From an optimization exercise on the open Yosys and OpenROAD flow, aimed at small area; shortcuts taken in it are not production practice. Function was checked by simulation only, so behaviour that the tests miss may differ from the original. Power is estimated from default activity; no workload was simulated.

Setup of build 1:
## id_stage_pipe
module id_stage_pipe #(
  parameter int XLEN     = 32,
  parameter int NREG     = 32,
  parameter int STALL_CW = 16
) (
  input  logic                     clk,
  input  logic                     rst,
  input  logic                     if_valid,
  input  logic [31:0]              if_instr,
  input  logic [XLEN-1:0]          if_pc,
  output logic                     id_ready,
  input  logic                     ex_ready,
  input  logic                     flush,
  input  logic                     wb_en,
  input  logic [$clog2(NREG)-1:0]  wb_addr,
  input  logic [XLEN-1:0]          wb_data,
  output logic                     ex_valid,
  output logic [XLEN-1:0]          ex_pc,
  output logic [XLEN-1:0]          ex_rs_data,
  output logic [XLEN-1:0]          ex_rt_data,
  output logic [XLEN-1:0]          ex_imm,
  output logic [$clog2(NREG)-1:0]  ex_rd,
  output logic [5:0]               ex_func,
  output logic [2:0]               ex_alu_op,
  output logic                     ex_mem_read,
  output logic                     ex_mem_write,
  output logic                     ex_reg_write,
  output logic                     ex_mem_to_reg,
  output logic [STALL_CW-1:0]      stall_count
);
clock: 5.0 ns
lec_check: 0
cap_margin: 0
core_margin: 2
core_utilization: 40
gpl_timing_driven: 0
place_density: 0.45
slew_margin: 0
synth_hierarchical: 1
synth_minimum_keep_size: 0
standard.sh (not shown) runs the stock make flow with config.mk's settings and CLKGATE_MAP_FILE= SYNTH_SCRIPT=/design/flow/synth_recipe.tcl, a recipe that flattens the netlist after the stock synthesis.
==> flow/flow/run.sh <==
#!/bin/bash
# Standard ORFS layout, with two changes to how the layout is built:
#  - port buffers use the smallest buffer cell (buf_1) instead of ORFS's pick;
#  - clock tree synthesis uses clkbuf_8 with small sink clusters and adds no
#    dummy loads.
set -euo pipefail
bash standard.sh \
  BUFFER_PORTS_ARGS="-buffer_cell sky130_fd_sc_hd__buf_1" \
  CTS_ARGS="-sink_clustering_enable -repair_clock_nets -dont_use_dummy_load -buf_list sky130_fd_sc_hd__clkbuf_8 -sink_clustering_size 16 -sink_clustering_max_diameter 80" \
  finish > standard.log 2>&1
The following lists how build 88 was set up differently from build 1:
Settings: GPL_TIMING_DRIVEN: 0 -> unset; PLACE_DENSITY: 0.45 -> 0.6.
Findings:
To summarise build 88: no stage aborted, but the layout did not pass its checks, failing on capacitance limit, slew limit.
More vias were needed by build 88 than by build 1.
Compared to build 1, build 88 reaches a higher achievable clock.
Build 1 -> build 88: placed instance area decreased slightly
Wire: build 88 routes less than build 1
Relative to build 1, growth of design area from synthesis to finish decreased by 0.95 points in build 88.
The kind of critical path comes out primary input to output port in one run and primary input to flip-flop in the other, namely in build 88 and build 1 respectively.
Detailed-route vias per instance delta (build 88 -> build 1): insignificant
| final worst slack | build 88 vs build 1 | 0.68 ns higher |
Build 1 -> build 88: clock buffer count in the final layout increased by a few percent
What build 57 does differently from build 88 at the input level:
Settings: swapping 0.6 for 0.45 in PLACE_DENSITY.
==> notes.md <==
- Build 57 has completed all stages; timing, DRC and antenna checks passed.
- Higher peak supply drop among build 88 and build 57: build 88
- Against build 88 as the reference, build 57 delivers a higher share of final-layout standard cells stronger than drive strength 1.
- Taking build 88 as the reference, in build 57 number of tap instances ~0 delta, power per standard cell area increased by 0.56% relative to the old numbers, total power neither gained nor lost much.
- Fill cell instance count of the final layout in build 57 vs build 88: up 138
--- input diff build 57..build 14 ---
Settings: PLACE_DENSITY changed from 0.45 to 0.6; CORE_UTILIZATION changed from 40 to 50.
==> comparison <==
- Build 14 against build 57: setup slack increased by 0.063 ns relative to the old numbers; final cell count went down by 7.8%; total design power went down 120 uW; number of buffers inserted for hold repair after clock tree synthesis held steady.
- Build 57 has higher worst hold slack than build 14.
- Of the two values seen for beginning of the critical path, if_instr[18] was produced by build 14 and if_instr[16] by build 57.
- For the net count of the finished layout, build 14 came in about 1.1% lower than build 57 did.
- Against build 57, build 14 comes in 18% lower on half-perimeter wire length after detailed placement.
## Diff of input files: build 78 against build 14
==> flow/flow/run.sh <==
#!/bin/bash
# Standard ORFS layout (standard synthesis), with these changes to how the
# layout is built:
#  - port buffers use the smallest buffer cell (buf_1) instead of ORFS's pick;
#  - clock tree synthesis uses clkbuf_8 leaf clusters of up to 16 sinks and
#    adds no dummy loads;
#  - after global routing, gates off the critical paths are downsized
#    (ORFS's RECOVER_POWER step, on all paths).
set -euo pipefail
bash standard.sh \
  BUFFER_PORTS_ARGS="-buffer_cell sky130_fd_sc_hd__buf_1" \
  CTS_ARGS="-sink_clustering_enable -repair_clock_nets -dont_use_dummy_load -buf_list sky130_fd_sc_hd__clkbuf_8 -sink_clustering_size 16 -sink_clustering_max_diameter 80" \
  RECOVER_POWER=100 \
  finish > standard.log 2>&1
Results
- The final report for build 78 shows a completed flow and a layout that fails verification, specifically capacitance limit, slew limit.
- Compared with build 14, build 78 improves reported leakage power.
- Build 14 -> build 78: remaining routing DRC violations delta 0, exact match
- Any difference in count of non-filler cells in the finished layout between build 14 and build 78 is small enough to ignore.
- Cmp build 78 and build 14 / portion of the clock cycle consumed by the worst path in the final layout / higher: build 78
- Any difference in total design power between build 78 and build 14 is small enough to ignore.

port drivers added, routing unchanged:
The flow's constraints put no driver on any port. The routed layouts listed below were extracted and timed again, unchanged, in two steps.
Step 1: set_driving_cell puts a clkbuf_16 on clk and a buf_2 on each other input, an assumption about the parent block.
Step 2 adds t to the input delays and takes it off the output delays; t is the mean of the earliest and latest rising clock arrival at the registers after step 1. Input paths then give back, and output paths get back, about the clock's delay inside the block.
a / b / c = ideal ports / drivers / drivers and shift; a / b = the first two.
| run | t (ns) | setup WS [ns] | hold slack, ns | slew at the worst register clock pin (ns) |
|---|---|---|---|---|
| build 1 | 0.831 | 0.234 / 0.236 / -0.595 | 0.490 / 0.470 / 0.490 | 0.12 / 0.12 |
| build 88 | 0.798 | 0.912 / 0.882 / 0.346 | 0.478 / 0.478 / 0.478 | 0.11 / 0.11 |
| build 57 | 0.828 | 0.885 / 0.857 / 0.299 | 0.486 / 0.443 / 0.486 | 0.11 / 0.11 |
| build 14 | 0.786 | 0.948 / 0.921 / 0.571 | 0.476 / 0.476 / 0.476 | 0.11 / 0.11 |
| build 78 | 0.786 | 0.419 / 0.436 / -0.349 | 0.477 / 0.477 / 0.477 | 0.11 / 0.11 |
The setup slack of build 1, which loses most, moves by +0.002 ns with the drivers and by -0.829 ns with both steps.
